Background: an optimization exercise with open tools, aiming at small area, a short achievable clock period and few clock cycles per item. Do not read the settings as production practice.
Function was checked by simulation only, so behaviour that the tests miss may differ from the original.
Power is estimated from default activity; no workload was simulated.

File: design/flow/constraint.sdc
create_clock -name core_clock -period 6.0 [get_ports {clock}]
set_input_delay 1.2000 -clock core_clock [delete_from_list [all_inputs] [get_ports {clock}]]
set_output_delay 1.2000 -clock core_clock [all_outputs]
set_load 0.01 [all_outputs]
File: design/flow/config.mk
export PLATFORM = sky130hd
export DESIGN_NAME = heading_pid_steer_controller
export DESIGN_NICKNAME = heading_pid_steer_controller
export VERILOG_FILES = /design/flow/design.v
export SDC_FILE = /design/flow/constraint.sdc
export NUM_CORES = 4
export LEC_CHECK = 0
export ABC_CLOCK_PERIOD_IN_PS = 3300
export CAP_MARGIN = 20
export CORE_MARGIN = 2
export CORE_UTILIZATION = 45
export CTS_CLUSTER_DIAMETER = 120
export CTS_CLUSTER_SIZE = 24
export SETUP_SLACK_MARGIN = 2.3
export SLEW_MARGIN = 20
File: design/flow/design.v
package hpid_pkg;
   localparam int OP_W        = 3;
   localparam int ANGLE_IN_W  = 18;
   localparam int THROTTLE_W  = 15;
   localparam int STEER_W     = 15;
   localparam int HEADING_W   = 16;
   localparam int INTEG_W     = 15;
   localparam int DIFF_W      = 17;
   localparam int DERIV_W     = 24;
   localparam int MULT_W      = 16;
   localparam int ACC_W       = 41;
   localparam int GAIN_W     = 16;
   localparam int LIMIT_W    = 14;
   localparam int BAND_W     = 15;
   localparam int PERIOD_W   = 16;
   localparam int RATE_W     = 10;
   localparam int CSR_IDX_W  = 3;
   localparam int CSR_DATA_W = 16;
   localparam logic [OP_W-1:0] OP_YAW      = 3'd0;
   localparam logic [OP_W-1:0] OP_TARGET   = 3'd1;
   localparam logic [OP_W-1:0] OP_ENABLE   = 3'd2;
   localparam logic [OP_W-1:0] OP_TICK     = 3'd3;
   localparam logic [OP_W-1:0] OP_THROTTLE = 3'd4;
   localparam int PI_Q     = 25736;
   localparam int TWO_PI_Q = 51472;
   localparam int TARGET_JUMP_MAX = 81;
endpackage
module hpid_benc (
   input  logic [15:0] b,
   output logic [8:0]  one,
   output logic [8:0]  two,
   output logic [8:0]  neg
);
   always_comb begin
      logic [16:0] bb;
      bb = {1'b0, b};
      for (int i = 0; i < 9; i++) begin
         logic x2, x1, x0;
         x2     = (2*i+1 <= 16) ? bb[2*i+1] : 1'b0;
         x1     = bb[2*i];
         x0     = (i == 0) ? 1'b0 : bb[2*i-1];
         one[i] = x1 ^ x0;
         two[i] = (x2 & ~x1 & ~x0) | (~x2 & x1 & x0);
         neg[i] = x2 & ~(x1 & x0);
      end
   end
endmodule
module hpid_smac (
   input  logic signed [23:0] a,
   input  logic        [8:0]  b_one,
   input  logic        [8:0]  b_two,
   input  logic        [8:0]  b_neg,
   input  logic               add15,
   input  logic               add11,
   output logic        [40:0] s,
   output logic        [40:0] c
);
   logic [40:0] rows [0:8];
   always_comb begin
      logic prev_neg;
      prev_neg = 1'b0;
      for (int i = 0; i < 9; i++) begin
         logic        one, two, neg;
         logic [24:0] sel, pp;
         logic [40:0] r;
         one = b_one[i];
         two = b_two[i];
         neg = b_neg[i];
         sel = one ? {a[23], a} : (two ? {a, 1'b0} : 25'd0);
         pp  = sel ^ {25{neg}};
         r   = '0;
         if (i == 0) begin
            r[23:0]  = pp[23:0];
            r[24]    = pp[24];
            r[25]    = pp[24];
            r[26]    = ~pp[24];
            for (int j = 27; j < 41; j += 2) r[j] = 1'b1;
         end else begin
            r[2*i +: 25] = {~pp[24], pp[23:0]};
            r[2*i-2] = prev_neg;
         end
         if (i == 8) begin
            r[15] = add15;
            r[11] = add11;
         end
         rows[i]  = r;
         prev_neg = neg;
      end
   end
   function automatic logic [81:0] csa(input logic [40:0] x, input logic [40:0] y,
                                       input logic [40:0] z);
      logic [40:0] sum, cy;
      sum = x ^ y ^ z;
      cy  = ((x & y) | (x & z) | (y & z)) << 1;
      csa = {sum, cy};
   endfunction
   logic [81:0] t0, t1, t2, t3, t4, t5, t6;
   always_comb begin
      t0 = csa(rows[0], rows[1], rows[2]);
      t1 = csa(rows[3], rows[4], rows[5]);
      t2 = csa(rows[6], rows[7], rows[8]);
      t3 = csa(t0[81:41], t0[40:0], t1[81:41]);
      t4 = csa(t1[40:0], t2[81:41], t2[40:0]);
      t5 = csa(t3[81:41], t3[40:0], t4[81:41]);
      t6 = csa(t5[81:41], t5[40:0], t4[40:0]);
      s  = t6[81:41];
      c  = t6[40:0];
   end
endmodule
import hpid_pkg::*;
module hpid_ctrl (
   input  logic                   clock,
   input  logic                   reset,
   input  logic [GAIN_W-1:0]      gain_p,
   input  logic [GAIN_W-1:0]      gain_i,
   input  logic [GAIN_W-1:0]      gain_d,
   input  logic [LIMIT_W-1:0]     steer_limit,
   input  logic [BAND_W-1:0]      error_band,
   input  logic [PERIOD_W-1:0]    tick_period,
   input  logic [RATE_W-1:0]      tick_rate,
   input  logic                   req_valid,
   output logic                   req_ready,
   input  logic [OP_W-1:0]        req_op,
   input  logic [ANGLE_IN_W-1:0]  req_angle_in,
   input  logic [THROTTLE_W-1:0]  req_throttle_in,
   input  logic                   req_enable_in,
   output logic                   rsp_valid,
   input  logic                   rsp_ready,
   output logic [STEER_W-1:0]     rsp_steer_out,
   output logic [THROTTLE_W-1:0]  rsp_throttle_out,
   output logic                   rsp_in_band
);
   logic                  c_v;
   logic [OP_W-1:0]       c_op;
   logic [ANGLE_IN_W-1:0] c_data;
   logic                  c_en;
   logic signed [2:0]     c_k;
   logic                  f1_v;
   logic [OP_W-1:0]       f1_op;
   logic [HEADING_W-1:0]  f1_w;
   logic                  f1_en;
   logic                        f3_v, f3_dis;
   logic signed [HEADING_W-1:0] f3_err;
   logic signed [HEADING_W-1:0]  yaw, target;
   logic                         yaw_seen, enabled, clr_pend;
   logic signed [THROTTLE_W-1:0] thr;
   logic signed [INTEG_W-1:0]    integ;
   localparam logic [1:0] J_DIS  = 2'd0;
   localparam logic [1:0] J_BAND = 2'd1;
   localparam logic [1:0] J_OOB  = 2'd2;
   logic                         j_v;
   logic [1:0]                   j_kind;
   logic signed [HEADING_W-1:0]  j_err;
   logic signed [THROTTLE_W-1:0] j_thr;
   logic                         j_clr;
   logic                         j_take;
   localparam logic [2:0] B_RDY = 3'd0;
   localparam logic [2:0] B_I2  = 3'd1;
   localparam logic [2:0] B_I3  = 3'd2;
   localparam logic [2:0] B_I4  = 3'd3;
   localparam logic [2:0] B_I5  = 3'd4;
   logic [2:0]                   b_st;
   logic signed [HEADING_W-1:0]  last_err;    
   logic signed [THROTTLE_W-1:0] e_thr;
   logic                         b_dz;
   logic signed [ACC_W-1:0]      acc;
   logic signed [HEADING_W-1:0] w;
   logic                        jump, tick_on;
   logic signed [HEADING_W-1:0] err;
   logic                        inband;
   logic                        stall, adv;
   always_comb begin
      logic signed [DIFF_W-1:0]     td, d;
      logic [HEADING_W-1:0]         eabs;
      w = c_data[HEADING_W-1:0] - HEADING_W'(c_k * TWO_PI_Q);
      td   = DIFF_W'($signed(f1_w)) - DIFF_W'(target);
      jump = (td > DIFF_W'(TARGET_JUMP_MAX)) || (td < -(DIFF_W'(TARGET_JUMP_MAX)));
      tick_on = (f1_op == OP_TICK) && enabled && yaw_seen;
      d = DIFF_W'(target) - DIFF_W'(yaw);
      if (d > DIFF_W'(PI_Q))         err = d[HEADING_W-1:0] - HEADING_W'(TWO_PI_Q);
      else if (d < -(DIFF_W'(PI_Q))) err = d[HEADING_W-1:0] + HEADING_W'(TWO_PI_Q);
      else                           err = d[HEADING_W-1:0];
      eabs   = f3_err[HEADING_W-1] ? -f3_err : f3_err;
      inband = eabs < HEADING_W'(error_band);
      stall = f3_v && q_v && !j_take;
      adv   = !stall;
   end
   assign req_ready = !c_v || adv;
   logic signed [2:0] in_k;
   always_comb begin
      logic signed [ANGLE_IN_W-1:0] x;
      x = req_angle_in;
      if (req_op == OP_THROTTLE)              in_k = 3'sd0;
      else if (x > ANGLE_IN_W'(5 * PI_Q))     in_k = 3'sd3;
      else if (x > ANGLE_IN_W'(3 * PI_Q))     in_k = 3'sd2;
      else if (x > ANGLE_IN_W'(PI_Q))         in_k = 3'sd1;
      else if (x < -(ANGLE_IN_W'(5 * PI_Q)))  in_k = -3'sd3;
      else if (x < -(ANGLE_IN_W'(3 * PI_Q)))  in_k = -3'sd2;
      else if (x < -(ANGLE_IN_W'(PI_Q)))      in_k = -3'sd1;
      else                                    in_k = 3'sd0;
   end
   always_ff @(posedge clock) begin
      if (reset) begin
         c_v  <= 1'b0;
         f1_v <= 1'b0;
         f3_v <= 1'b0;
      end else if (adv) begin
         c_v  <= req_valid;
         f1_v <= c_v;
         f3_v <= f1_v && (tick_on || ((f1_op == OP_ENABLE) && !f1_en && enabled));
      end else if (req_valid && req_ready) begin
         c_v <= 1'b1;
      end
   end
   always_ff @(posedge clock) begin
      if (req_valid && req_ready) begin
         c_op   <= req_op;
         c_data <= (req_op == OP_THROTTLE) ? ANGLE_IN_W'(req_throttle_in) : req_angle_in;
         c_en   <= req_enable_in;
         c_k    <= in_k;
      end
      if (adv) begin
         f1_op  <= c_op;
         f1_w   <= w;
         f1_en  <= c_en;
         f3_dis <= (f1_op == OP_ENABLE);
         f3_err <= err;
      end
   end
   always_ff @(posedge clock) begin
      if (reset) begin
         yaw      <= '0;
         yaw_seen <= 1'b0;
         target   <= '0;
         enabled  <= 1'b0;
         clr_pend <= 1'b0;
         thr      <= '0;
      end else if (adv) begin
         if (f3_v && !f3_dis) begin
            clr_pend <= 1'b0;
         end
         if (f1_v) begin
            unique case (f1_op)
               OP_YAW: begin
                  yaw      <= f1_w;
                  yaw_seen <= 1'b1;
               end
               OP_TARGET: begin
                  if (jump) begin
                     clr_pend <= 1'b1;
                  end
                  target <= f1_w;
               end
               OP_ENABLE: begin
                  if (f1_en && !enabled) begin
                     clr_pend <= 1'b1;
                  end else if (!f1_en && enabled) begin
                     thr <= '0;
                  end
                  enabled <= f1_en;
               end
               OP_THROTTLE: begin
                  thr <= f1_w[THROTTLE_W-1:0];
               end
               default: begin
               end
            endcase
         end
      end
   end
   logic                         q_v;
   logic [1:0]                   q_kind;
   logic signed [HEADING_W-1:0]  q_err;
   logic signed [THROTTLE_W-1:0] q_thr;
   logic                         q_clr;
   logic                         push, j_load;
   logic [1:0]                   f3_kind;
   always_comb begin
      push    = f3_v && adv;
      j_load  = !j_v || j_take;
      f3_kind = f3_dis ? J_DIS : (inband ? J_BAND : J_OOB);
   end
   always_ff @(posedge clock) begin
      if (reset) begin
         j_v <= 1'b0;
         q_v <= 1'b0;
      end else if (j_load) begin
         j_v <= q_v || push;
         q_v <= q_v && push;
      end else begin
         q_v <= q_v || push;
      end
   end
   always_ff @(posedge clock) begin
      if (j_load) begin
         if (q_v) begin
            j_kind <= q_kind;
            j_err  <= q_err;
            j_thr  <= q_thr;
            j_clr  <= q_clr;
         end else begin
            j_kind <= f3_kind;
            j_err  <= f3_err;
            j_thr  <= thr;
            j_clr  <= clr_pend;
         end
      end
      if (push && (q_v || !j_load)) begin
         q_kind <= f3_kind;
         q_err  <= f3_err;
         q_thr  <= thr;
         q_clr  <= clr_pend;
      end
   end
   logic                      out_free;
   logic                      tp_drain, bp_first;
   logic                      take_oob, take_band, emit_job, fill_bp, e_fire, bp_fire;
   logic signed [INTEG_W-1:0] integ_new;
   logic signed [DERIV_W-1:0] deriv_sat;
   logic signed [STEER_W-1:0] steer_sat;
   logic                         bp_v, bp_behind, bp_band;
   logic signed [THROTTLE_W-1:0] bp_thr;
   logic signed [23:0] x_a, x_a_in;
   logic [15:0]        x_b_in;
   logic [8:0]         x_one, x_two, x_neg, enc_one, enc_two, enc_neg;
   logic               x_v, x_acc, x_gd, x_c15, x_c11;
   logic               x_v_in, x_acc_in, x_gd_in, x_c15_in, x_c11_in;
   logic [40:0]        y_s, y_c, mul_s, mul_c;
   logic               y_v, y_acc, y_gd, y_int;
   logic               x_int, x_int_in;
   logic [ACC_W-1:0]   z_add;
   logic               e_v;
   hpid_benc u_benc (
      .b   (x_b_in),
      .one (enc_one),
      .two (enc_two),
      .neg (enc_neg)
   );
   hpid_smac u_mac (
      .a     (x_a),
      .b_one (x_one),
      .b_two (x_two),
      .b_neg (x_neg),
      .add15 (x_c15),
      .add11 (x_c11),
      .s     (mul_s),
      .c     (mul_c)
   );
   always_comb begin
      logic signed [17:0]        i_sum;
      logic [14:0]               hi;
      logic [13:0]               lo;
      logic [14:0]               lo_plus;
      out_free = !rsp_valid || rsp_ready;
      tp_drain = x_gd || y_gd || e_v;
      bp_first = bp_v && !bp_behind;
      e_fire  = e_v && out_free && !bp_first;
      bp_fire = bp_first && out_free;
      take_oob  = (b_st == B_RDY) && j_v && (j_kind == J_OOB) &&
                  (!tp_drain || (!rsp_valid && !bp_first));
      take_band = ((b_st == B_RDY) || (b_st == B_I4) || (b_st == B_I5)) && j_v &&
                  (j_kind != J_OOB) && !bp_v;
      emit_job  = take_band && (b_st == B_RDY) && !tp_drain && out_free;
      fill_bp   = take_band && !emit_job;
      j_take    = (b_st == B_I3) || take_band;
      i_sum   = acc[33:16];
      if (i_sum > 18'sd8192)       integ_new = 15'sd8192;
      else if (i_sum < -18'sd8192) integ_new = -15'sd8192;
      else                         integ_new = i_sum[INTEG_W-1:0];
      if (acc[27:23] != {5{acc[27]}})
         deriv_sat = acc[27] ? 24'sh800000 : 24'sh7FFFFF;
      else
         deriv_sat = acc[23:0];
      hi      = acc[40:26];
      lo      = acc[25:12];
      lo_plus = 15'(lo) + 15'(steer_limit);
      if (!acc[40]) begin
         if ((hi != '0) || (lo > steer_limit)) steer_sat = STEER_W'(steer_limit);
         else                                  steer_sat = STEER_W'(lo);
      end else begin
         if ((hi != '1) || !lo_plus[14])       steer_sat = -(STEER_W'(steer_limit));
         else                                  steer_sat = {1'b1, lo};
      end
      x_a_in   = 24'(j_err);
      x_b_in   = tick_period;
      x_v_in   = 1'b0;
      x_acc_in = 1'b0;
      x_gd_in  = 1'b0;
      x_c15_in = 1'b0;
      x_c11_in = 1'b0;
      x_int_in = 1'b0;
      unique case (b_st)
         B_I2: begin
            if (b_dz) begin
               x_a_in   = 24'(j_err);
               x_b_in   = gain_p;
               x_c11_in = 1'b1;
            end else begin
               x_a_in = 24'(DIFF_W'(j_err) - (j_clr ? DIFF_W'(0) : DIFF_W'(last_err)));
               x_b_in = 16'(tick_rate);
            end
            x_v_in = 1'b1;
         end
         B_I3: begin
            x_a_in   = 24'(j_err);
            x_b_in   = gain_p;
            x_v_in   = !b_dz;
            x_c11_in = 1'b1;
         end
         B_I4: begin
            x_a_in   = 24'(integ_new);
            x_b_in   = gain_i;
            x_v_in   = 1'b1;
            x_acc_in = 1'b1;
            x_gd_in  = b_dz;
         end
         B_I5: begin
            x_a_in   = deriv_sat;
            x_b_in   = gain_d;
            x_v_in   = 1'b1;
            x_acc_in = 1'b1;
            x_gd_in  = 1'b1;
         end
         default: begin
            x_v_in   = take_oob;
            x_c15_in = 1'b1;
            x_int_in = !j_clr;
         end
      endcase
   end
   always_ff @(posedge clock) begin
      if (reset) begin
         b_st     <= B_RDY;
         integ    <= '0;
         last_err <= '0;
         x_v   <= 1'b0;
         x_gd  <= 1'b0;
         y_v   <= 1'b0;
         y_gd  <= 1'b0;
         e_v   <= 1'b0;
         bp_v  <= 1'b0;
      end else begin
         unique case (b_st)
            B_RDY: if (take_oob) b_st <= B_I2;
            B_I2:  b_st <= B_I3;
            B_I3:  b_st <= B_I4;
            B_I4:  b_st <= b_dz ? B_RDY : B_I5;
            default: b_st <= B_RDY;
         endcase
         if (take_band && (j_kind == J_BAND)) begin
            last_err <= j_err;
         end else if (b_st == B_I2) begin
            last_err <= j_err;
         end
         if (take_band && (j_kind == J_BAND)) begin
            integ <= '0;
         end else if (b_st == B_I4) begin
            integ <= integ_new;
         end
         x_v  <= x_v_in;
         x_gd <= x_gd_in;
         y_v  <= x_v;
         y_gd <= x_gd;
         if (y_gd) begin
            e_v <= 1'b1;
         end else if (e_fire) begin
            e_v <= 1'b0;
         end
         if (fill_bp) begin
            bp_v <= 1'b1;
         end else if (bp_fire) begin
            bp_v <= 1'b0;
         end
      end
   end
   always_ff @(posedge clock) begin
      x_a   <= x_a_in;
      x_one <= enc_one;
      x_two <= enc_two;
      x_neg <= enc_neg;
      x_acc <= x_acc_in;
      x_c15 <= x_c15_in;
      x_c11 <= x_c11_in;
      y_s   <= mul_s;
      y_c   <= mul_c;
      y_acc <= x_acc;
      x_int <= x_int_in;
      y_int <= x_int;
      if (y_v) begin
         acc <= y_s + y_c + z_add;
      end
      if (take_oob) begin
         b_dz   <= (j_err == (j_clr ? HEADING_W'(0) : last_err));
      end
      if (b_st == B_I3) begin
         e_thr <= j_thr;
      end
      if (fill_bp) begin
         bp_thr    <= (j_kind == J_BAND) ? j_thr : '0;
         bp_band   <= (j_kind == J_BAND);
         bp_behind <= (b_st != B_RDY) || (tp_drain && !e_fire);
      end else if (e_fire) begin
         bp_behind <= 1'b0;
      end
   end
   always_comb begin
      if (y_acc)      z_add = acc;
      else if (y_int) z_add = ACC_W'({{(ACC_W-16-INTEG_W){integ[INTEG_W-1]}}, integ, 16'd0});
      else            z_add = '0;
   end
   always_ff @(posedge clock) begin
      if (reset) begin
         rsp_valid <= 1'b0;
      end else if (e_fire || bp_fire || emit_job) begin
         rsp_valid <= 1'b1;
      end else if (rsp_ready) begin
         rsp_valid <= 1'b0;
      end
   end
   always_ff @(posedge clock) begin
      if (e_fire) begin
         rsp_steer_out    <= steer_sat;
         rsp_throttle_out <= e_thr;
         rsp_in_band      <= 1'b0;
      end else if (bp_fire) begin
         rsp_steer_out    <= '0;
         rsp_throttle_out <= bp_thr;
         rsp_in_band      <= bp_band;
      end else if (emit_job) begin
         rsp_steer_out    <= '0;
         rsp_throttle_out <= (j_kind == J_BAND) ? j_thr : '0;
         rsp_in_band      <= (j_kind == J_BAND);
      end
   end
endmodule
import hpid_pkg::*;
module heading_pid_steer_controller (
   input  logic                  clock,
   input  logic                  reset,
   input  logic                  req_valid,
   output logic                  req_ready,
   input  logic [OP_W-1:0]       req_op,
   input  logic [ANGLE_IN_W-1:0] req_angle_in,
   input  logic [THROTTLE_W-1:0] req_throttle_in,
   input  logic                  req_enable_in,
   output logic                  rsp_valid,
   input  logic                  rsp_ready,
   output logic [STEER_W-1:0]    rsp_steer_out,
   output logic [THROTTLE_W-1:0] rsp_throttle_out,
   output logic                  rsp_in_band,
   input  logic                  csr_wr_en,
   input  logic [CSR_IDX_W-1:0]  csr_index,
   input  logic [CSR_DATA_W-1:0] csr_wr_data
);
   logic [GAIN_W-1:0]   gain_p, gain_i, gain_d;
   logic [LIMIT_W-1:0]  steer_limit;
   logic [BAND_W-1:0]   error_band;
   logic [PERIOD_W-1:0] tick_period;
   logic [RATE_W-1:0]   tick_rate;
   always_ff @(posedge clock) begin
      if (reset) begin
         gain_p      <= 16'd8192;
         gain_i      <= 16'd410;
         gain_d      <= 16'd1229;
         steer_limit <= 14'd8192;
         error_band  <= 15'd410;
         tick_period <= 16'd1311;
         tick_rate   <= 10'd50;
      end else if (csr_wr_en) begin
         unique case (csr_index)
            3'd0: gain_p      <= csr_wr_data[GAIN_W-1:0];
            3'd1: gain_i      <= csr_wr_data[GAIN_W-1:0];
            3'd2: gain_d      <= csr_wr_data[GAIN_W-1:0];
            3'd3: steer_limit <= csr_wr_data[LIMIT_W-1:0];
            3'd4: error_band  <= csr_wr_data[BAND_W-1:0];
            3'd5: tick_period <= csr_wr_data[PERIOD_W-1:0];
            3'd6: tick_rate   <= csr_wr_data[RATE_W-1:0];
            default: begin
            end
         endcase
      end
   end
   hpid_ctrl u_ctrl (
      .clock            (clock),
      .reset            (reset),
      .gain_p           (gain_p),
      .gain_i           (gain_i),
      .gain_d           (gain_d),
      .steer_limit      (steer_limit),
      .error_band       (error_band),
      .tick_period      (tick_period),
      .tick_rate        (tick_rate),
      .req_valid        (req_valid),
      .req_ready        (req_ready),
      .req_op           (req_op),
      .req_angle_in     (req_angle_in),
      .req_throttle_in  (req_throttle_in),
      .req_enable_in    (req_enable_in),
      .rsp_valid        (rsp_valid),
      .rsp_ready        (rsp_ready),
      .rsp_steer_out    (rsp_steer_out),
      .rsp_throttle_out (rsp_throttle_out),
      .rsp_in_band      (rsp_in_band)
   );
endmodule
File: design/flow/run.sh
#!/bin/bash
# synth_recipe.tcl (not shown) runs the flow's synth.tcl, then flattens the netlist and writes it again
# the make line also repeats each setting of config.mk as NAME=value (left out here)
make -C /OpenROAD-flow-scripts/flow DESIGN_CONFIG=/design/flow/config.mk WORK_HOME=/design/flow/orfs CLKGATE_MAP_FILE= SYNTH_SCRIPT=/design/flow/synth_recipe.tcl finish
==> flow_metrics.tcl, run 1 <==
set metrics [dict create \
    run_status "timing/DRC/antenna clean" \
    clock_latency_ns 0.63 \
    die-area_mm2 0.0851 \
    synth-seq-area-share_pct 36.5 \
    yosysMostFrequentCell "nand2_1" \
    crit_top_cell "a21o_1" \
    ys_warn_count 5 \
    clkSlewWorstSetupHoldPaths_ns 0.11 \
    hold_violations 0 \
    synth.cells.most_frequent "nand2_1 (543), inv_1 (385), dfxtp_1 (332)" \
    slew_viol_final 0 \
    finalSetupViolations 0 \
    rsz0062_at_grt "yes" \
    fp.dieH_um 292 \
    endpoint_kind "register" \
    synthCells 4007 \
    yosys.area.top_type "edfxtp_1" \
    max_freq_mhz 272 \
    detail_route.wl_per_cell_um 19.6 \
    routed-wl-met3_um 4400 \
    grt_pass1_vias 27200 \
    io_pins 94 \
    startpoint "u_ctrl.y_acc" \
    hp-class "register to register" \
    num_antenna_cells 0 \
    cts_tree "done" \
    port_buffers 93 \
    syn_area_mm2 0.0372 \
    synth-edff-count 232 \
    ff2ff_setup_slack_ns 2.32 \
    drt_iter0_drc 2264 \
    post-dp-hpwl_um 73900 \
    grt_max_degree 99 \
    holdWs_ns 0.315 \
    regToRegStartpoint "u_ctrl.y_acc" \
    synth_cell_types 88 \
    routed.top_layer "met4" \
    yosys-top-cells-area "edfxtp_1 (19%), dfxtp_1 (18%), fa_1 (11%), ha_1 (6.8%), nand2_1 (5.5%)" \
    ir_drop_v 0.000241 \
    required_ns 6.36 \
    cts-root-buf "clkbuf_16" \
    finalClockSkew_ns 0.0372 \
    cts.sinks 564 \
    period_needed_ns 3.68 \
    first_pass_iters 6 \
    overflow 0 \
    critPathCapture "u_ctrl.acc[35]" \
    fillCellCount 7747 \
    drv_cap 0 \
    period_share_pct 61.3 \
    nets 4447 \
    area_growth_syn_to_layout_pct 9.41 \
    vias_per_cell 5.53 \
    wl_met1_um 43900 \
    antenna_left 0 \
    core_area_mm2 0.0820 \
    initial_core_util_pct 45.4 \
    drc 0 \
    tightest_slew_ns 0.978 \
    grt_usage_pct 23.0 \
    synth_ff_type "dfxtp_1" \
    r2r_end "u_ctrl.acc[35]" \
    ctsHtreeMaxLevel 1 \
    arrival_ns 4.04 \
    crit_chain "buf_12 > nor2b_4 > buf_6 > a22oi_2 > fa_1 > inv_2 > ha_4 > a21o_1 > a21o_1 > or4_4 > o311ai_4 > a21oi_2 > a21o_1 > a21oi_2 > xnor2_1" \
    critPathSlowestCell "or4_4" \
    cp-start-kind "register" \
    route.met2.wl_um 48700 \
    wl_um 99200 \
    dr_total_vias 28100 \
    grt_pass1_wl_um 156000 \
    synthArstFlopShare_pct 0 \
    slowest_delay_ns 0.52 \
    placementRows 105 \
    max-slew-margin-rel_pct 34.8 \
    fin_setup_tns_ns 0 \
    total_leakage_power_uw 0.0164 \
    crit_type "register to register" \
    drive_gt1_share_pct 7.85 \
    clk_path_buf_depth 3 \
    crit_fanout 6 \
    rr_worst_depth 15 \
    antenna_found_initial 1 \
    synth_seq_cells 564 \
    cts_made_buffers 28 \
    synth_top_area_share_pct 18.7 \
    pwr_density_cell_mw_per_mm2 386 \
    cts_hold_buf 0 \
    syn_nets 4474 \
    synth.avg_cell_area_um2 9.30 \
    die_w_um 292 \
    place.gp.congestion 0.935 \
]
## through the flow
stage / setup WS, ns / power, uW / utilization (%) / std cells / instance area [um2]
floorplan: 2.31 / 11000 / - / 4007 / 37200
global placement: 1.35 / 13300 / 47.6 / 4985 / 39000
detailed placement: 1.33 / 13400 / 47.6 / 4985 / 39000
CTS: 2.26 / 15800 / 49.1 / 5047 / 40300
global route: 2.17 / 17200 / 49.7 / 5070 / 40700
finish: 2.32 / 15700 / 49.7 / 5070 / 40700
## timing repair
item	4_1_cts	5_1_grt
buffers inserted	10	21
gates cloned	2	2
endpoints found under the setup margin	132	95
gates resized for setup	75	85
pin swaps	8	23
## sequential cells by signal, summed over array words and instances, names as in the netlist, 24 cells and up
register / cells
u_ctrl.acc: 41
u_ctrl.y_c: 36
u_ctrl.x_a: 24
u_ctrl.y_s: 41
## power by group
| group | switching (uW) | leakage [uW] | total (uW) | internal, uW |
|---|---|---|---|---|
| logic | 4670 | 0.0110 | 8130 | 3460 |
| registers | 739 | 0.00503 | 5440 | 4700 |
| clock network | 1270 | 0.000397 | 2170 | 899 |
| total | 6680 | 0.0164 | 15700 | 9060 |
## area by class of cell
type                            count  area, um2  share of cell area [%]
Tap cell                         1070       1340                    3.29
Multi-Input combinational cell   2825      21800                    53.6
Inverter                          387       1460                    3.59
Sequential cell                   564      13700                    33.6
Timing Repair Buffer              174       1600                    3.92
Clock inverter                      6       73.8                   0.181
Clock buffer                       44        761                    1.87
## kinds of logic after synthesis
family / after synthesis / synth area share, %
DFF: 564 / 36.5
buffers and inverters: 621 / 6.33
and+or+nand+nor: 1113 / 13.8
xor gates and xnor gates: 314 / 7.40
muxes: 93 / 2.67
adders and majority gates: 406 / 17.7
AOI/OAI and AO/OA: 896 / 15.5
## metal layers
layer | global-route usage, % | vias up
li1 | - | 13600
met5 | 0 | -
met1 | 31.4 | 13700
met4 | 5.43 | 0
met3 | 2.42 | 112
met2 | 39.2 | 647
## worst min-delay path by stage
stage / startpoint / endpoint / slack [ns] / cells past startpoint
after detailed placement: u_ctrl.x_acc / u_ctrl.y_acc / 0.32 / 0
after CTS: u_ctrl.x_acc / u_ctrl.y_acc / 0.32 / 0
after floorplan: u_ctrl.x_acc / u_ctrl.y_acc / 0.31 / 0
after global routing: u_ctrl.x_acc / u_ctrl.y_acc / 0.31 / 0
final: u_ctrl.x_acc / u_ctrl.y_acc / 0.31 / 0
after global placement: u_ctrl.x_int / u_ctrl.y_int / 0.31 / 0
## critical path: cells and delay by family, from the launching register on
kind | cells | cell delay, ns
buffers and inverters | 3 | 0.34
AOI/OAI and AO/OA | 7 | 1.20
DFF | 1 | 0.39
adders and majority gates | 2 | 0.74
xor gates and xnor gates | 1 | 0.09
and+or+nand+nor | 2 | 0.66
## cell usage in the layout (no fill, tap or decap), types with 11 or more instances in the layout
master and count:
a211o_1 11, a21o_1 65, a21oi_1 246, a21oi_2 11, a222oi_1 16, a22oi_1 159, a31oi_1 23, and2_1 65
and3_1 23, buf_4 72, clkbuf_1 16, clkbuf_16 28, clkdlybuf4s50_1 91, dfxtp_1 299, dfxtp_2 26, edfxtp_1 232
fa_1 201, ha_1 191, inv_1 383, mux2_2 50, mux2i_1 43, nand2_1 541, nand2b_1 45, nand3_1 55
nand3b_1 28, nand4_1 28, nor2_1 155, nor2b_1 40, nor3_1 39, nor4_1 15, o21a_1 19, o21ai_0 192
o21bai_1 17, o22ai_1 12, o31ai_1 12, or3_1 21, xnor2_1 200, xor2_1 110
Testbench counts, summed over its fixed seeds: cycles 7,740, items 1,961.
==> run 2, diff against run 1 <==
--- a/design/flow/design.v
+++ b/design/flow/design.v
@@ -428,4 +428,10 @@
          end
       endcase
+      if (!x_v_in) begin
+         x_a_in   = '0;
+         x_acc_in = 1'b1;
+         x_c15_in = 1'b0;
+         x_c11_in = 1'b0;
+      end
    end
    always_ff @(posedge clock) begin
@@ -487,7 +493,5 @@
       x_int <= x_int_in;
       y_int <= x_int;
-      if (y_v) begin
-         acc <= y_s + y_c + z_add;
-      end
+      acc <= y_s + y_c + z_add;
       if (take_oob) begin
          b_dz   <= (j_err == (j_clr ? HEADING_W'(0) : last_err));
==> run 2 against run 1 <==
  * Maximum frequency is 0.65% higher
  * Largest power group unchanged
  * Critical endpoint is now u_ctrl.acc[36]
  * Cell count fell by 0.41%
  * Clock skew down 0.018 ns
  * Clock power is 2% higher
  * Routed wire length fell by 1.4%
==> flow_metrics.tcl, run 2 <==
set metrics [dict create \
    run_status "timing/DRC/antenna clean" \
    synthArstFlopShare_pct 0 \
    slew_viol_final 0 \
    drt_iter0_drc 2030 \
    routed.top_layer "met4" \
    top_regs "u_ctrl.acc (41), u_ctrl.y_s (41), u_ctrl.y_c (36)" \
    hp-class "register to register" \
    route.met2.wl_um 47100 \
    antenna_found_initial 0 \
    vias_per_cell 5.46 \
    port_buffers 93 \
    pwr_density_cell_mw_per_mm2 354 \
    core_area_mm2 0.0804 \
    final_common_cell "nand2_1" \
    cts.sinks 562 \
    post-dp-hpwl_um 72300 \
    fillCellCount 7627 \
    area_growth_syn_to_layout_pct 9.74 \
    critPathSlowestCell "fa_1" \
    synth_ff_type "dfxtp_1" \
    die_w_um 289 \
    clk_path_buf_depth 3 \
    multi_input_area_mm2 0.0216 \
    hold_violations 0 \
    dpl-instance-area_mm2 0.0384 \
    max-slew-margin-rel_pct 29.6 \
    synth.cells.most_frequent "nand2_1 (546), inv_1 (388), dfxtp_1 (371)" \
    arrival_ns 4.15 \
    initial_core_util_pct 45.5 \
    total_leakage_power_uw 0.0161 \
    grt_usage_pct 23.3 \
    grt_pass1_wl_um 154000 \
    yosysMostFrequentCell "nand2_1" \
    wl_met1_um 44600 \
    regArea_mm2 0.0132 \
    grt_pass1_vias 26600 \
    drc 0 \
    cp.depth 17 \
    period_needed_ns 3.65 \
    hold_depth 0 \
    grt_max_degree 98 \
    cts_made_buffers 28 \
    io_pins 94 \
    die-area_mm2 0.0835 \
    ys_warn_count 5 \
    cts-root-buf "clkbuf_16" \
    ctsHtreeMaxLevel 1 \
    fin_area_mm2 0.0401 \
    yosys-top-cells-area "dfxtp_1 (20%), edfxtp_1 (16%), fa_1 (11%), ha_1 (6.9%), nand2_1 (5.6%)" \
    num_antenna_cells 0 \
    synth-seq-area-share_pct 36.0 \
    cts_tree "done" \
    yosys.area.top_type "dfxtp_1" \
    fin_cells 5049 \
    cp_top_family "compound AO/OA/AOI/OAI gates" \
    nets 4438 \
    clock_latency_ns 0.62 \
    first_pass_iters 8 \
    synth_seq_cells 562 \
    drive_gt1_share_pct 7.77 \
    fin_setup_tns_ns 0 \
    syn_area_mm2 0.0366 \
    synthCells 3988 \
    synth_top_area_share_pct 20.3 \
    place_inst 4969 \
    r2r_end "u_ctrl.acc[36]" \
    layout_common_cells "nand2_1 (545), inv_1 (386), dfxtp_1 (343), a21oi_1 (225), nor2_1 (211)" \
    synth_cell_types 81 \
    cp_num_buf_inv 3 \
    endpoint_kind "register" \
    wl_um 97900 \
    detail_route.wl_per_cell_um 19.4 \
    tightest_slew_ns 1.04 \
    finalSetupViolations 0 \
    crit_chain "buf_12 > nor2b_4 > buf_6 > a22oi_2 > fa_1 > inv_2 > ha_4 > a21o_1 > a21o_1 > a21oi_2 > o211ai_1 > a211oi_2 > a21oi_4 > a21oi_4 > o21a_1 > o31ai_2 > xor2_1" \
    required_ns 6.49 \
    cp-start-kind "register" \
    dr_total_vias 27600 \
    period_share_pct 60.9 \
    critPathCapture "u_ctrl.acc[36]" \
    ir_drop_v 0.000254 \
    rr_worst_depth 17 \
    max_freq_mhz 274 \
    regToRegStartpoint "u_ctrl.y_acc" \
    synth.avg_cell_area_um2 9.17 \
    crit_type "register to register" \
    clkSlewWorstSetupHoldPaths_ns 0.10 \
    routed-wl-met3_um 4030 \
    antenna_left 0 \
    finalClockSkew_ns 0.0193 \
    drv_cap 0 \
    crit_fanout 6 \
    startpoint "u_ctrl.y_acc" \
    place.gp.congestion 0.884 \
    syn_nets 4453 \
    cts_hold_buf 0 \
    placementRows 104 \
    ff2ff_setup_slack_ns 2.35 \
    fp.dieH_um 289 \
    slowest_delay_ns 0.55 \
    overflow 0 \
    synth-edff-count 191 \
    holdWs_ns 0.331 \
    rsz0062_at_grt "yes" \
]
[run 2: worst min path at each step]
stage / from / end / slack (ns)
4_1_cts: u_ctrl.x_int / u_ctrl.y_int / 0.34
5_1_grt: u_ctrl.x_acc / u_ctrl.y_acc / 0.34
3_5_place_dp: u_ctrl.x_int / u_ctrl.y_int / 0.31
3_3_place_gp: u_ctrl.x_acc / u_ctrl.y_acc / 0.31
2_1_floorplan: u_ctrl.x_acc / u_ctrl.y_acc / 0.31
6_report: u_ctrl.x_acc / u_ctrl.y_acc / 0.33
[run 2: area by class of cell]
cell class	instances	area share [%]
clock inverter	6	0.256
inverter	389	3.65
sequential	562	32.9
multi-input combinational	2814	53.8
tap	1060	3.31
clock buffer	40	1.88
timing repair buffer	178	4.23
[run 2: timing repair]
| item | in CTS | in global routing |
|---|---|---|
| gates cloned | 0 | 3 |
| hold endpoints to repair | 0 | 0 |
| resized for setup | 47 | 96 |
| setup endpoints to repair | 84 | 81 |
| pin swaps | 7 | 27 |
| buffers inserted | 7 | 24 |
[run 2: through the flow]
stage          worst slack (ns)  util (%)  total power (uW)
6_report                   2.35      49.9             14200
5_1_grt                    2.18      49.9             15300
4_1_cts                    2.30      49.1             13800
3_5_place_dp               1.65      47.7             11300
3_3_place_gp               1.69      47.7             11300
2_1_floorplan              2.41         -              9730
[run 2: cell families (layout without fill, tap and decap cells)]
logic type               Yosys count  count (layout)  synth area share (%)
XOR/XNOR                         308             308                  7.40
buffers and inverters            612             613                  6.34
AO/OA/AOI/OAI                    859             859                  15.0
AND/OR/NAND/NOR                 1140            1140                  14.3
multiplexers                     103             103                  2.99
adder cells (fa/ha/maj)          404             404                  18.0
flip-flops                       562             562                  36.0
[run 2: worst register-to-register path: cells and delay by family, from the launching register on]
family                     cells  cell delay (ns)
buffers and inverters          3             0.37
adders and majority gates      2             0.81
and+or+nand+nor                1             0.15
AOI/OAI and AO/OA             10             1.68
DFF                            1             0.39
xor gates and xnor gates       1             0.16
[run 2: layer usage]
layer  vias to the layer above  GRT usage, %
met3                        91          1.96
met1                     13500          32.5
li1                      13400             -
met2                       588          39.4
met4                         0          4.92
met5                         -             0
[run 2: power by group]
part / total, uW / internal (uW) / leakage, uW / switching, uW
combinational: 6870 / 3110 / 0.0106 / 3760
clock: 2220 / 943 / 0.000412 / 1270
sequential: 5110 / 4500 / 0.00502 / 612
total: 14200 / 8550 / 0.0161 / 5650
Testbench counts of run 2, summed over its fixed seeds: cycles 7,740, items 1,961.
==> run 3, diff against run 2 <==
--- a/design/flow/config.mk
+++ b/design/flow/config.mk
@@ -9,7 +9,7 @@
 export CAP_MARGIN = 20
 export CORE_MARGIN = 2
-export CORE_UTILIZATION = 45
+export CORE_UTILIZATION = 50
 export CTS_CLUSTER_DIAMETER = 120
 export CTS_CLUSTER_SIZE = 24
-export SETUP_SLACK_MARGIN = 2.3
+export SETUP_SLACK_MARGIN = 2.4
 export SLEW_MARGIN = 20
==> run 3 against run 2 <==
  * Still clean
  * Clock-buffer cell count unchanged
  * Sequential power about the same
  * Synthesized cell count unchanged
  * Register-to-register slack better by 0.05 ns
  * Hold slack worse by 0.0015 ns
  * Clock skew up 0.029 ns
  * Combinational power up 4.9%
  * Power up 2.4%
  * Synthesized area unchanged
  * Cell count down 1.5%
  * Critical path type unchanged
  * Highest routed layer unchanged
==> flow_metrics.tcl, run 3 <==
set metrics [dict create \
    run_status "timing/DRC/antenna clean" \
    synthCells 3988 \
    synth_xor_area_share_pct 7.40 \
    synthArstFlopShare_pct 0 \
    clkSlewWorstSetupHoldPaths_ns 0.10 \
    syn_nets 4453 \
    clk_path_buf_depth 3 \
    cts_hold_buf 0 \
    clock_power_share_pct 15.1 \
    p_sw_share_pct 39.8 \
    fp.dieH_um 274 \
    synth_top_area_share_pct 20.3 \
    core_area_mm2 0.0727 \
    io_pins 94 \
    crit_fanout 8 \
    period_share_pct 60.0 \
    synthMuxAreaShare_pct 2.99 \
    detail_route.wl_per_cell_um 20.0 \
    synth_compound_area_share_pct 15.0 \
    cts-root-buf "clkbuf_16" \
    yosys.area.top_type "dfxtp_1" \
    cts_tree "done" \
    hold_violations 0 \
    place.gp.congestion 0.890 \
    fillCellCount 6606 \
    post-dp-hpwl_um 73100 \
    multi_input_area_mm2 0.0218 \
    p_total_uw 14500 \
    hp-class "register to register" \
    pwr_density_cell_mw_per_mm2 360 \
    holdWs_ns 0.330 \
    p_seq_share_pct 35.3 \
    syn_area_mm2 0.0366 \
    yosysMostFrequentCell "nand2_1" \
    synth_seq_cells 562 \
    final_common_cell "nand2_1" \
    yosys-top-cells-area "dfxtp_1 (20%), edfxtp_1 (16%), fa_1 (11%), ha_1 (6.9%), nand2_1 (5.6%)" \
    p_int_uw 8760 \
    yosys.area_share.simple_pct 14.3 \
    cp-start-kind "register" \
    combPwrFrac_pct 49.6 \
    dr_total_vias 27700 \
    place_inst 4869 \
    antenna_left 0 \
    synth-seq-area-share_pct 36.0 \
    crit_type "register to register" \
    first_pass_iters 6 \
    nets 4462 \
    fin_setup_tns_ns 0 \
    layout_common_cells "nand2_1 (544), inv_1 (385), dfxtp_1 (332), a21oi_1 (223), nor2_1 (210)" \
    cts.sinks 562 \
    max_freq_mhz 278 \
    ctsHtreeMaxLevel 1 \
    grt_pass1_wl_um 156000 \
    slowest_delay_ns 0.49 \
    top_regs "u_ctrl.acc (41), u_ctrl.y_s (41), u_ctrl.y_c (36)" \
    drt_iter0_drc 2043 \
    vias_per_cell 5.57 \
    crit_chain "buf_12 > nor2b_4 > buf_6 > buf_4 > a22oi_2 > fa_1 > inv_1 > ha_4 > nand4_1 > o211ai_1 > a211oi_2 > a21oi_2 > a21oi_4 > o21a_1 > o31ai_2 > xor2_1" \
    grt_max_degree 96 \
    endpoint_kind "register" \
    die_w_um 274 \
    wl_um 99200 \
    port_buffers 93 \
    die-area_mm2 0.0753 \
    total_leakage_power_uw 0.0162 \
    required_ns 6.56 \
    initial_core_util_pct 50.3 \
    synth.avg_cell_area_um2 9.17 \
    drive_gt1_share_pct 9.05 \
    slew_viol_final 0 \
    critPathSlowestCell "fa_1" \
    synth_top_family_by_area "adder cells" \
    grt_pass1_vias 27100 \
    cts_made_buffers 28 \
    ys_warn_count 5 \
    clock_latency_ns 0.63 \
    regArea_mm2 0.0132 \
    rsz0062_at_grt "yes" \
    drv_cap 0 \
    drc 0 \
    synth_fa_ha_area_share_pct 18.0 \
    finalClockSkew_ns 0.0488 \
    ir_drop_v 0.000361 \
    period_needed_ns 3.60 \
    area_growth_syn_to_layout_pct 10.6 \
    tightest_slew_ns 1.01 \
    fin_cells 4971 \
    max-slew-margin-rel_pct 33.0 \
    overflow 0 \
    synth-edff-count 191 \
    p_sw_uw 5790 \
    synth_cell_types 81 \
    arrival_ns 4.16 \
    antenna_found_initial 2 \
    placementRows 99 \
    synth_ff_type "dfxtp_1" \
    grt_usage_pct 26.2 \
    synth.cells.most_frequent "nand2_1 (546), inv_1 (388), dfxtp_1 (371)" \
    num_antenna_cells 0 \
    finalSetupViolations 0 \
]
run 3: cell types whose count changed in the layout (fill, tap and decap cells not counted), moves of 4 or more:
cell     delta
dfxtp_2     +5
nor2b_4     +5
buf_4      +19
dfxtp_1    -11
ha_4        +5
dfxtp_4     +6
nor2b_1     -4
ha_2        -5
run 3: kinds of logic (layout without fill, tap and decap cells):
kind of cell | count (synthesis) | after routing
fa+ha+maj | 404 | 404
flops | 562 | 562
compound gates | 859 | 859
mux | 103 | 103
buf+inv | 612 | 635
xor+xnor | 308 | 308
simple gates | 1140 | 1141
run 3: path summary, 6_finish.rpt:
check | to | slack [ns] | cells past startpoint | from
max reg2reg | u_ctrl.acc[36] | 2.40 | 16 | u_ctrl.y_acc
min | u_ctrl.y_acc | 0.33 | 0 | u_ctrl.x_acc
min reg2reg | u_ctrl.y_acc | 0.33 | 0 | u_ctrl.x_acc
max | u_ctrl.acc[36] | 2.40 | 16 | u_ctrl.y_acc
run 3: timing repair:
| item | CTS | global route |
|---|---|---|
| setup buffers | 20 | 32 |
| cloned | 1 | 4 |
| resized for setup | 83 | 120 |
| pin swaps | 11 | 42 |
| endpoints found under the setup margin | 96 | 98 |
run 3: power by group through the flow:
stage | clock network, uW | registers [uW] | logic (uW)
after floorplan | 0 | 4840 | 4890
after global placement | 0 | 5200 | 6120
after detailed placement | 0 | 5200 | 6120
after CTS | 2270 | 5120 | 6500
after global routing | 2380 | 5170 | 8060
final | 2200 | 5130 | 7210
run 3: worst max-delay path, delay by kind of cell, from the launching register on:
| family | cells | cell delay [ns] |
|---|---|---|
| AOI/OAI and AO/OA | 7 | 1.36 |
| xor gates and xnor gates | 1 | 0.17 |
| adders and majority gates | 2 | 0.77 |
| buffers and inverters | 4 | 0.48 |
| DFF | 1 | 0.38 |
| and+or+nand+nor | 2 | 0.35 |
run 3: metrics by stage:
stage | area, um2 | worst slack, ns | utilization, %
floorplan | 36600 | 2.41 | -
global placement | 38300 | 1.76 | 52.6
detailed placement | 38300 | 1.70 | 52.6
CTS | 39600 | 2.35 | 54.5
global route | 40400 | 2.21 | 55.6
finish | 40400 | 2.40 | 55.6
run 3: metal layers:
metal,part of all wire [%],global-route usage [%],vias to the layer above
li1,-,-,13500
met4,2.2,5.74,0
met5,0,0,-
met3,4.1,1.85,117
met1,45,36.4,13500
met2,49,44.9,621
run 3: cell type report:
| type | count | area share, % |
|---|---|---|
| Clock inverter | 5 | 0.232 |
| Clock buffer | 40 | 1.85 |
| Timing Repair Buffer | 201 | 4.70 |
| Tap cell | 959 | 2.97 |
| Multi-Input combinational cell | 2815 | 53.9 |
| Sequential cell | 562 | 32.7 |
| Inverter | 389 | 3.63 |
==> run 4, diff against run 3 <==
--- a/design/flow/config.mk
+++ b/design/flow/config.mk
@@ -6,10 +6,10 @@
 export NUM_CORES = 4
 export LEC_CHECK = 0
-export ABC_CLOCK_PERIOD_IN_PS = 3300
+export ABC_CLOCK_PERIOD_IN_PS = 3500
 export CAP_MARGIN = 20
 export CORE_MARGIN = 2
-export CORE_UTILIZATION = 50
+export CORE_UTILIZATION = 40
 export CTS_CLUSTER_DIAMETER = 120
 export CTS_CLUSTER_SIZE = 24
-export SETUP_SLACK_MARGIN = 2.4
+export SETUP_SLACK_MARGIN = 2.2
 export SLEW_MARGIN = 20
==> run 4 against run 3 <==
  * First-iteration DRC count grew 21%
  * Maximum frequency down 2.7%
  * Sequential power shrank 1%
  * Highest routed layer unchanged
  * Clock skew fell by 0.032 ns
  * Register-to-register slack got worse by 0.06 ns
  * Largest power group unchanged
  * Still clean on timing, DRC and antenna
  * Non-clock buffer count down 37
  * Synthesized cell count stayed put
  * Power down 6.0%
  * Setup slack worse by 0.10 ns
  * Final area is 1.4% lower
  * Via count is 1.2% lower
  * Flip-flop and latch count unchanged
==> flow_metrics.tcl, run 4 <==
set metrics [dict create \
    synthMuxAreaShare_pct 2.99 \
    regArea_mm2 0.0132 \
    initial_core_util_pct 40.5 \
    critPathCapture "req_ready" \
    total_leakage_power_uw 0.0159 \
    finalSetupViolations 0 \
    endpoint_kind "output pin" \
    synth.cells.most_frequent "nand2_1 (546), inv_1 (388), dfxtp_1 (371)" \
    p_sw_share_pct 40.0 \
    die_w_um 306 \
    core_area_mm2 0.0903 \
    fillCellCount 8756 \
    dr_total_vias 27400 \
    clkSlewWorstSetupHoldPaths_ns 0.11 \
    synthArstFlopShare_pct 0 \
    grt_pass1_wl_um 151000 \
    final_common_cell "nand2_1" \
    drt_iter0_drc 2480 \
    fin_setup_tns_ns 0 \
    combPwrFrac_pct 47.2 \
    synth.avg_cell_area_um2 9.17 \
    crit_chain "nor2b_4 > o21ai_1 > a211oi_4 > nand2_1 > clkdlybuf4s50_1" \
    run_status "timing/DRC/antenna clean" \
    pwr_density_cell_mw_per_mm2 343 \
    vias_per_cell 5.32 \
    place.gp.congestion 0.903 \
    nets 4424 \
    arrival_ns 2.50 \
    synth_fa_ha_area_share_pct 18.0 \
    clock_power_share_pct 15.6 \
    hp-class "register to register" \
    synth-edff-count 191 \
    port_buffers 93 \
    drive_gt1_share_pct 6.14 \
    max-slew-margin-rel_pct 32.2 \
    holdWs_ns 0.335 \
    synthCells 3988 \
    synth_xor_area_share_pct 7.40 \
    synth_top_family_by_area "adder cells" \
    synth_compound_area_share_pct 15.0 \
    multi_input_area_mm2 0.0214 \
    syn_area_mm2 0.0366 \
    cts.sinks 562 \
    overflow 0 \
    cp-start-kind "register" \
    yosys.area.top_type "dfxtp_1" \
    yosysMostFrequentCell "nand2_1" \
    startpoint "u_ctrl.j_kind[0]" \
    ctsHtreeMaxLevel 1 \
    period_share_pct 61.6 \
    first_pass_iters 7 \
    clock_latency_ns 0.63 \
    tightest_slew_ns 1.01 \
    cts_tree "done" \
    cts_made_buffers 27 \
    hold_depth 0 \
    area_growth_syn_to_layout_pct 8.98 \
    cts-root-buf "clkbuf_16" \
    synth_ff_type "dfxtp_1" \
    grt_max_degree 96 \
    grt_pass1_vias 26700 \
    r2r_end "u_ctrl.x_a[16]" \
    layout_common_cells "nand2_1 (545), inv_1 (387), dfxtp_1 (351), a21oi_1 (233), nor2_1 (212)" \
    post-dp-hpwl_um 70900 \
    synth_seq_cells 562 \
    finalClockSkew_ns 0.0168 \
    drc 0 \
    detail_route.wl_per_cell_um 18.5 \
    ff2ff_setup_slack_ns 2.34 \
    regToRegStartpoint "u_ctrl.j_clr" \
    antenna_found_initial 1 \
    crit_fanout 5 \
    rsz0062_at_grt "no" \
    top_regs "u_ctrl.acc (41), u_ctrl.y_s (41), u_ctrl.y_c (36)" \
    period_needed_ns 3.70 \
    die-area_mm2 0.0938 \
    p_sw_uw 5460 \
    clk_path_buf_depth 3 \
    yosys.area_share.simple_pct 14.3 \
    yosys-top-cells-area "dfxtp_1 (20%), edfxtp_1 (16%), fa_1 (11%), ha_1 (6.9%), nand2_1 (5.6%)" \
    required_ns 4.80 \
    synth_top_area_share_pct 20.3 \
    rr_worst_depth 14 \
    antenna_left 0 \
    ys_warn_count 5 \
    fp.dieH_um 306 \
    synth_cell_types 81 \
    p_seq_share_pct 37.1 \
    placementRows 110 \
    synth-seq-area-share_pct 36.0 \
    wl_um 95400 \
    p_int_uw 8210 \
    hold_violations 0 \
    slew_viol_final 0 \
    ir_drop_v 0.000303 \
    num_antenna_cells 0 \
    drv_cap 0 \
    grt_usage_pct 20.1 \
    io_pins 94 \
    syn_nets 4453 \
    slowest_delay_ns 0.51 \
    critPathSlowestCell "clkdlybuf4s50_1" \
    max_freq_mhz 270 \
    crit_type "register to output pin" \
]
run 4: cell counts after synthesis:
No cell type changed its count.
run 4: worst min-delay path by stage:
stage,startpoint,endpoint,slack [ns]
global route,u_ctrl.x_acc,u_ctrl.y_acc,0.33
finish,u_ctrl.x_acc,u_ctrl.y_acc,0.34
CTS,u_ctrl.x_acc,u_ctrl.y_acc,0.33
detailed placement,u_ctrl.x_acc,u_ctrl.y_acc,0.31
floorplan,u_ctrl.x_acc,u_ctrl.y_acc,0.31
global placement,u_ctrl.x_acc,u_ctrl.y_acc,0.31
run 4: final cells by class:
cell class | instances | area share, %
well taps | 1176 | 3.69
repair buffers | 164 | 3.82
clock inverters | 2 | 0.0785
clock buffers | 42 | 1.89
flip-flops and latches | 562 | 33.1
inverters | 389 | 3.68
multi-input cells | 2815 | 53.7
run 4: worst max-delay path, delay by kind of cell, from the launching register on:
kind / cells / cell delay [ns]
DFF: 1 / 0.44
AOI/OAI and AO/OA: 2 / 0.56
and+or+nand+nor: 2 / 0.36
buffers and inverters: 1 / 0.51
run 4: per-layer routing:
| metal | wire length (um) | GRT usage, % | up-vias |
|---|---|---|---|
| li1 | - | - | 13400 |
| met1 | 44400 | 28.7 | 13200 |
| met2 | 44600 | 32.9 | 639 |
| met3 | 4800 | 2.36 | 85 |
| met4 | 1610 | 3.55 | 0 |
| met5 | 0 | 0 | - |
run 4: power groups by stage:
stage	Sequential (uW)	Clock [uW]	Combinational, uW
final	5080	2140	6450
after global routing	5120	2330	7260
after CTS	5080	2200	6330
after global placement	5170	0	6150
after floorplan	4840	0	4890
after detailed placement	5160	0	6190
run 4: through the flow:
stage / setup slack, ns / power (uW) / area (um2) / instances / util [%]
after floorplan: 2.41 / 9730 / 36600 / 3988 / -
after global placement: 1.26 / 11300 / 38500 / 5085 / 42.7
after detailed placement: 1.14 / 11400 / 38500 / 5085 / 42.7
after CTS: 2.20 / 13600 / 39500 / 5135 / 43.7
after global routing: 2.18 / 14700 / 39800 / 5150 / 44.1
final: 2.30 / 13700 / 39800 / 5150 / 44.1
run 4: logic make-up (layout without fill, tap and decap cells):
family | after synthesis | in the layout
DFF | 562 | 562
buffers and inverters | 612 | 597
muxes | 103 | 103
AOI/OAI and AO/OA | 859 | 859
and+or+nand+nor | 1140 | 1141
adders and majority gates | 404 | 404
xor gates and xnor gates | 308 | 308
run 4: repair_timing:
| item | 4_1_cts | 5_1_grt |
|---|---|---|
| endpoints found under the hold margin | 0 | 0 |
| endpoints found under the setup margin | 99 | 74 |
| hold buffers | 0 | 0 |
| gates resized for setup | 30 | 48 |
| setup buffers | 6 | 14 |
| cloned | 0 | 1 |
| pin swaps | 3 | 4 |
==> run 5, diff against run 4 <==
--- a/design/flow/design.v
+++ b/design/flow/design.v
@@ -433,4 +433,5 @@
          x_c15_in = 1'b0;
          x_c11_in = 1'b0;
+         x_int_in = 1'b0;
       end
    end
@@ -509,7 +510,6 @@
    end
    always_comb begin
-      if (y_acc)      z_add = acc;
-      else if (y_int) z_add = ACC_W'({{(ACC_W-16-INTEG_W){integ[INTEG_W-1]}}, integ, 16'd0});
-      else            z_add = '0;
+      z_add = (acc & {ACC_W{y_acc}}) |
+              (ACC_W'({{(ACC_W-16-INTEG_W){integ[INTEG_W-1]}}, integ, 16'd0}) & {ACC_W{y_int}});
    end
    always_ff @(posedge clock) begin
--- a/design/flow/config.mk
+++ b/design/flow/config.mk
@@ -6,10 +6,10 @@
 export NUM_CORES = 4
 export LEC_CHECK = 0
-export ABC_CLOCK_PERIOD_IN_PS = 3500
+export ABC_CLOCK_PERIOD_IN_PS = 3200
 export CAP_MARGIN = 20
 export CORE_MARGIN = 2
-export CORE_UTILIZATION = 40
+export CORE_UTILIZATION = 45
 export CTS_CLUSTER_DIAMETER = 120
 export CTS_CLUSTER_SIZE = 24
-export SETUP_SLACK_MARGIN = 2.2
+export SETUP_SLACK_MARGIN = 2.5
 export SLEW_MARGIN = 20
==> run 5 against run 4 <==
  * Still clean on timing, DRC and antenna
  * Routed wire length up 5.2%
  * Combinational power up 120%
  * Hold slack worse by 0.013 ns
  * Clock power up 6%
  * Register-to-register slack better by 0.10 ns
  * Die area down 11%
  * Non-clock buffer count up 65
  * Critical endpoint is now u_ctrl.acc[40]
  * Largest power group unchanged
==> flow_metrics.tcl, run 5 <==
set metrics [dict create \
    core_area_mm2 0.0804 \
    syn_area_mm2 0.0365 \
    fin_setup_tns_ns 0 \
    regToRegStartpoint "u_ctrl.y_acc" \
    clock_latency_ns 0.64 \
    regArea_mm2 0.0133 \
    synth_ff_type "dfxtp_1" \
    grt_max_degree 94 \
    top_regs "u_ctrl.acc (41), u_ctrl.y_s (41), u_ctrl.y_c (36)" \
    first_pass_iters 8 \
    initial_core_util_pct 45.4 \
    synth_seq_cells 562 \
    wl_um 100000 \
    cp-start-kind "register" \
    place.gp.congestion 0.909 \
    detail_route.wl_per_cell_um 19.9 \
    fin_area_mm2 0.0411 \
    finalSetupViolations 0 \
    endpoint_kind "register" \
    critPathSlowestCell "fa_1" \
    clk_path_buf_depth 3 \
    crit_fanout 10 \
    cts-root-buf "clkbuf_16" \
    vias_per_cell 5.51 \
    synthArstFlopShare_pct 0 \
    synth.cells.most_frequent "nand2_1 (506), inv_1 (395), dfxtp_1 (371)" \
    yosys-top-cells-area "dfxtp_1 (20%), edfxtp_1 (16%), fa_1 (11%), ha_1 (7.0%), nand2_1 (5.2%)" \
    placementRows 104 \
    antenna_found_initial 0 \
    post-dp-hpwl_um 73500 \
    synth_top_area_share_pct 20.3 \
    cts_hold_buf 0 \
    clkSlewWorstSetupHoldPaths_ns 0.10 \
    syn_nets 4392 \
    period_share_pct 59.3 \
    dr_total_vias 27700 \
    synth-seq-area-share_pct 36.1 \
    crit_chain "buf_8 > and2_4 > fa_1 > ha_4 > and3_4 > nand3_4 > nand4bb_1 > o211ai_1 > a211oi_2 > buf_4 > o41ai_4 > buf_4 > a21boi_2 > o31ai_1 > a21oi_1 > xnor2_1" \
    slowest_delay_ns 0.51 \
    ir_drop_v 0.000339 \
    drv_cap 0 \
    arrival_ns 4.09 \
    ctsHtreeMaxLevel 1 \
    grt_pass1_wl_um 154000 \
    port_buffers 93 \
    period_needed_ns 3.56 \
    antenna_left 0 \
    synth.avg_cell_area_um2 9.30 \
    synth-edff-count 191 \
    pwr_density_cell_mw_per_mm2 540 \
    startpoint "u_ctrl.y_acc" \
    rsz0062_at_grt "yes" \
    hold_start "u_ctrl.x_int" \
    crit_type "register to register" \
    finalClockSkew_ns 0.0215 \
    grt_usage_pct 23.4 \
    required_ns 6.53 \
    drc 0 \
    ys_warn_count 5 \
    dpl-instance-area_mm2 0.0383 \
    drive_gt1_share_pct 12.1 \
    area_growth_syn_to_layout_pct 12.6 \
    cp_num_buf_inv 3 \
    cts_tree "done" \
    die-area_mm2 0.0834 \
    nets 4429 \
    max-slew-margin-rel_pct 26.6 \
    slew_viol_final 0 \
    drt_iter0_drc 1919 \
    max_freq_mhz 281 \
    cts.sinks 562 \
    cts_made_buffers 29 \
    yosysMostFrequentCell "nand2_1" \
    hold_violations 0 \
    die_w_um 289 \
    grt_pass1_vias 26400 \
    tightest_slew_ns 1.10 \
    run_status "timing/DRC/antenna clean" \
    crit_top_cell "buf_4" \
    synth_cell_types 98 \
    multi_input_area_mm2 0.0219 \
    cp_top_family "compound AO/OA/AOI/OAI gates" \
    fillCellCount 7418 \
    io_pins 94 \
    fp.dieH_um 289 \
    total_leakage_power_uw 0.0164 \
    hp-class "register to register" \
    yosys.area.top_type "dfxtp_1" \
    layout_common_cells "nand2_1 (504), inv_1 (379), dfxtp_1 (315), a21oi_1 (243), xnor2_1 (193)" \
    overflow 0 \
    synthCells 3925 \
    final_common_cell "nand2_1" \
]
==> run 5: cell count changes after synthesis, moves of 9 or more <==
cell and delta:
nand2_1 -40, o21bai_1 -9, xor2_1 -12, o221a_2 +12
o21ai_0 -27, nor3_1 -29, nor2_1 -20, a21o_1 -10
a21oi_1 +12
==> run 5: worst paths after layout <==
| kind | end | slack, ns | depth (start not counted) |
|---|---|---|---|
| worst max-delay path | u_ctrl.acc[40] | 2.44 | 16 |
| worst max register to register | u_ctrl.acc[40] | 2.44 | 16 |
| worst min-delay path | u_ctrl.y_int | 0.32 | 0 |
| worst min register to register | u_ctrl.y_int | 0.32 | 0 |
==> run 5: power breakdown <==
| group | switching (uW) | leakage (uW) | internal [uW] | total (uW) |
|---|---|---|---|---|
| clock network | 1320 | 0.000420 | 950 | 2270 |
| logic | 7900 | 0.0110 | 6210 | 14100 |
| registers | 923 | 0.00500 | 4890 | 5820 |
| total | 10100 | 0.0164 | 12100 | 22200 |
==> run 5: layout make-up <==
type	instances	area share (%)
multi-input combinational	2743	53.3
sequential	562	32.3
timing repair buffer	229	5.36
inverter	397	3.65
tap	1060	3.23
clock buffer	41	1.93
clock inverter	6	0.192
antenna	1	0.00609
==> run 5: metrics by stage <==
stage          cells  util [%]  power, uW  hold WS (ns)  setup slack [ns]
3_3_place_gp    4901      47.6      18200         0.310              1.63
3_5_place_dp    4901      47.6      18400         0.313              1.59
5_1_grt         5038      51.1      24200         0.324              2.30
4_1_cts         4982      49.6      21500         0.325              2.43
2_1_floorplan   3925         -      14800         0.310              2.50
6_report        5039      51.1      22200         0.323              2.44
==> run 5: logic make-up after synthesis <==
logic type      Yosys count  share of synthesized area [%]
buf+inv                 622                           6.42
mux                      95                           2.77
simple gates           1049                           13.2
flops                   562                           36.1
fa+ha+maj               406                           18.1
compound gates          885                           16.0
xor+xnor                306                           7.43
==> run 5: layer usage <==
metal / track usage, % / up-vias / share of wire [%] / routed length (um)
met4: 6.28 / 0 / 2.7 / 2680
met2: 40.2 / 685 / 49 / 48900
met1: 31.5 / 13600 / 44 / 44100
li1: - / 13400 / - / -
met3: 2.43 / 111 / 4.7 / 4710
met5: 0 / - / 0 / 0
==> run 5: repair_timing <==
action / in CTS / in global routing
gates cloned: 0 / 6
resized for setup: 118 / 178
buffers inserted: 34 / 49
endpoints found under the setup margin: 144 / 92
pin swaps: 26 / 121
Testbench counts of run 5, summed over its fixed seeds: cycles 7,740, items 1,961.
==> run 6, diff against run 5 <==
--- a/design/flow/config.mk
+++ b/design/flow/config.mk
@@ -6,5 +6,5 @@
 export NUM_CORES = 4
 export LEC_CHECK = 0
-export ABC_CLOCK_PERIOD_IN_PS = 3200
+export ABC_CLOCK_PERIOD_IN_PS = 3300
 export CAP_MARGIN = 20
 export CORE_MARGIN = 2
@@ -12,4 +12,4 @@
 export CTS_CLUSTER_DIAMETER = 120
 export CTS_CLUSTER_SIZE = 24
-export SETUP_SLACK_MARGIN = 2.5
+export SETUP_SLACK_MARGIN = 2.3
 export SLEW_MARGIN = 20
==> run 6 against run 5 <==
  * Non-clock buffer count is 47 lower
  * Largest cell class unchanged
  * Clock power is 3% lower
  * Global-route usage is 0.30 points lower
  * Register-to-register slack worse by 0.07 ns
  * Critical path depth is 2 lower
  * Flip-flop and latch count stayed put
==> flow_metrics.tcl, run 6 <==
set metrics [dict create \
    grt_usage_pct 23.1 \
    dpl-instance-area_mm2 0.0383 \
    regToRegStartpoint "u_ctrl.y_acc" \
    synth_ff_type "dfxtp_1" \
    placementRows 104 \
    wl_um 96900 \
    vias_per_cell 5.49 \
    crit_type "register to register" \
    cts_tree "done" \
    fin_area_mm2 0.0399 \
    ys_warn_count 5 \
    endpoint_kind "register" \
    synthArstFlopShare_pct 0 \
    area_growth_syn_to_layout_pct 9.32 \
    dr_total_vias 27400 \
    finalSetupViolations 0 \
    cts.sinks 562 \
    synth_seq_cells 562 \
    grt_pass1_vias 26400 \
    synth.avg_cell_area_um2 9.30 \
    post-dp-hpwl_um 72700 \
    hp-class "register to register" \
    slew_viol_final 0 \
    hold_violations 0 \
    synth.cells.most_frequent "nand2_1 (506), inv_1 (395), dfxtp_1 (371)" \
    place.gp.congestion 0.908 \
    die-area_mm2 0.0834 \
    r2r_end "u_ctrl.acc[28]" \
    cts_made_buffers 28 \
    port_buffers 93 \
    rr_worst_depth 14 \
    place_inst 4900 \
    layout_common_cells "nand2_1 (505), inv_1 (393), dfxtp_1 (337), a21oi_1 (247), fa_1 (202)" \
    syn_area_mm2 0.0365 \
    max-slew-margin-rel_pct 28.6 \
    cts-root-buf "clkbuf_16" \
    core_area_mm2 0.0804 \
    ctsHtreeMaxLevel 1 \
    fin_setup_tns_ns 0 \
    drv_cap 0 \
    io_pins 94 \
    nets 4379 \
    holdPathEnd "u_ctrl.y_acc" \
    drt_iter0_drc 1865 \
    antenna_left 0 \
    period_share_pct 60.5 \
    arrival_ns 4.19 \
    yosys.area.top_type "dfxtp_1" \
    period_needed_ns 3.63 \
    fp.dieH_um 289 \
    top_regs "u_ctrl.acc (41), u_ctrl.y_s (41), u_ctrl.y_c (36)" \
    clkSlewWorstSetupHoldPaths_ns 0.10 \
    fin_cells 4987 \
    rsz0062_at_grt "no" \
    grt_max_degree 93 \
    crit_fanout 9 \
    max_freq_mhz 275 \
    die_w_um 289 \
    synth-seq-area-share_pct 36.1 \
    hold_depth 0 \
    yosys-top-cells-area "dfxtp_1 (20%), edfxtp_1 (16%), fa_1 (11%), ha_1 (7.0%), nand2_1 (5.2%)" \
    ff2ff_setup_slack_ns 2.37 \
    synth_cell_types 98 \
    tightest_slew_ns 1.07 \
    clk_path_buf_depth 3 \
    total_leakage_power_uw 0.0159 \
    yosysMostFrequentCell "nand2_1" \
    pwr_density_cell_mw_per_mm2 531 \
    drive_gt1_share_pct 8.23 \
    detail_route.wl_per_cell_um 19.4 \
    overflow 0 \
    fillCellCount 7663 \
    antenna_found_initial 1 \
    run_status "timing/DRC/antenna clean" \
    cts_hold_buf 0 \
    first_pass_iters 6 \
    synth_top_area_share_pct 20.3 \
    hold_start "u_ctrl.x_acc" \
    final_common_cell "nand2_1" \
    required_ns 6.56 \
    syn_nets 4392 \
    p_total_uw 21200 \
    synthCells 3925 \
    cp-start-kind "register" \
    synth-edff-count 191 \
    finalClockSkew_ns 0.0443 \
    clock_latency_ns 0.62 \
    initial_core_util_pct 45.4 \
    grt_pass1_wl_um 153000 \
    num_antenna_cells 0 \
    drc 0 \
    ir_drop_v 0.000250 \
]
run 6: kinds of logic after synthesis:
logic type,count (synthesis),share of synthesized area (%)
AO/OA/AOI/OAI,885,16.0
XOR/XNOR,306,7.43
adder cells (fa/ha/maj),406,18.1
buffers and inverters,622,6.42
flip-flops,562,36.1
multiplexers,95,2.77
AND/OR/NAND/NOR,1049,13.2
run 6: report_power, final:
group | total (uW) | switching [uW] | internal, uW
registers | 5790 | 915 | 4880
clock network | 2200 | 1270 | 929
logic | 13200 | 7530 | 5690
total | 21200 | 9720 | 11500
run 6: worst max path at each step:
stage          cells after the start             end            start
2_1_floorplan                     11  u_ctrl.y_s[13]  u_ctrl.x_two[4]
3_3_place_gp                      14  u_ctrl.acc[37]     u_ctrl.y_acc
3_5_place_dp                      14  u_ctrl.acc[40]     u_ctrl.y_acc
4_1_cts                           12  u_ctrl.x_a[15]     u_ctrl.j_clr
5_1_grt                           14  u_ctrl.acc[28]     u_ctrl.y_acc
6_report                          14  u_ctrl.acc[28]     u_ctrl.y_acc
run 6: cell type report:
| cell class | instances | area, um2 | share of cell area [%] |
|---|---|---|---|
| Clock buffer | 40 | 766 | 1.92 |
| Clock inverter | 5 | 81.3 | 0.204 |
| Inverter | 397 | 1500 | 3.75 |
| Multi-Input combinational cell | 2741 | 21400 | 53.6 |
| Sequential cell | 562 | 13200 | 33.1 |
| Tap cell | 1060 | 1330 | 3.32 |
| Timing Repair Buffer | 182 | 1620 | 4.05 |
run 6: per-layer routing:
metal	routed length (um)	track usage [%]	vias to the layer above	part of all wire, %
met5	0	0	-	0
met4	2710	6.15	0	2.8
met3	3880	1.72	127	4.0
met2	47200	39.5	598	49
met1	43200	31.7	13400	45
li1	-	-	13300	-
run 6: repair_timing:
action / in CTS / in global routing
resized for setup: 45 / 75
setup endpoints to repair: 119 / 95
cloned: 0 / 0
pin swaps: 6 / 20
buffers inserted: 10 / 32
run 6: worst max-delay path, cell delays in order, from the launching register on:
cell      delay (ns)
dfxtp_4         0.40
buf_6           0.15
and2_1          0.14
fa_1            0.50
ha_2            0.32
a211oi_2        0.21
o21ai_0         0.11
o211ai_1        0.10
o211ai_1        0.19
a211oi_2        0.39
o21bai_1        0.15
a311o_1         0.40
a21o_1          0.19
a21oi_1         0.16
xnor2_1         0.14
run 6: metrics by stage:
stage,hold slack [ns],worst slack (ns),utilization [%]
detailed placement,0.314,1.61,47.6
floorplan,0.310,2.41,-
CTS,0.325,2.30,48.9
global placement,0.311,1.67,47.6
finish,0.323,2.37,49.6
global route,0.325,2.23,49.6
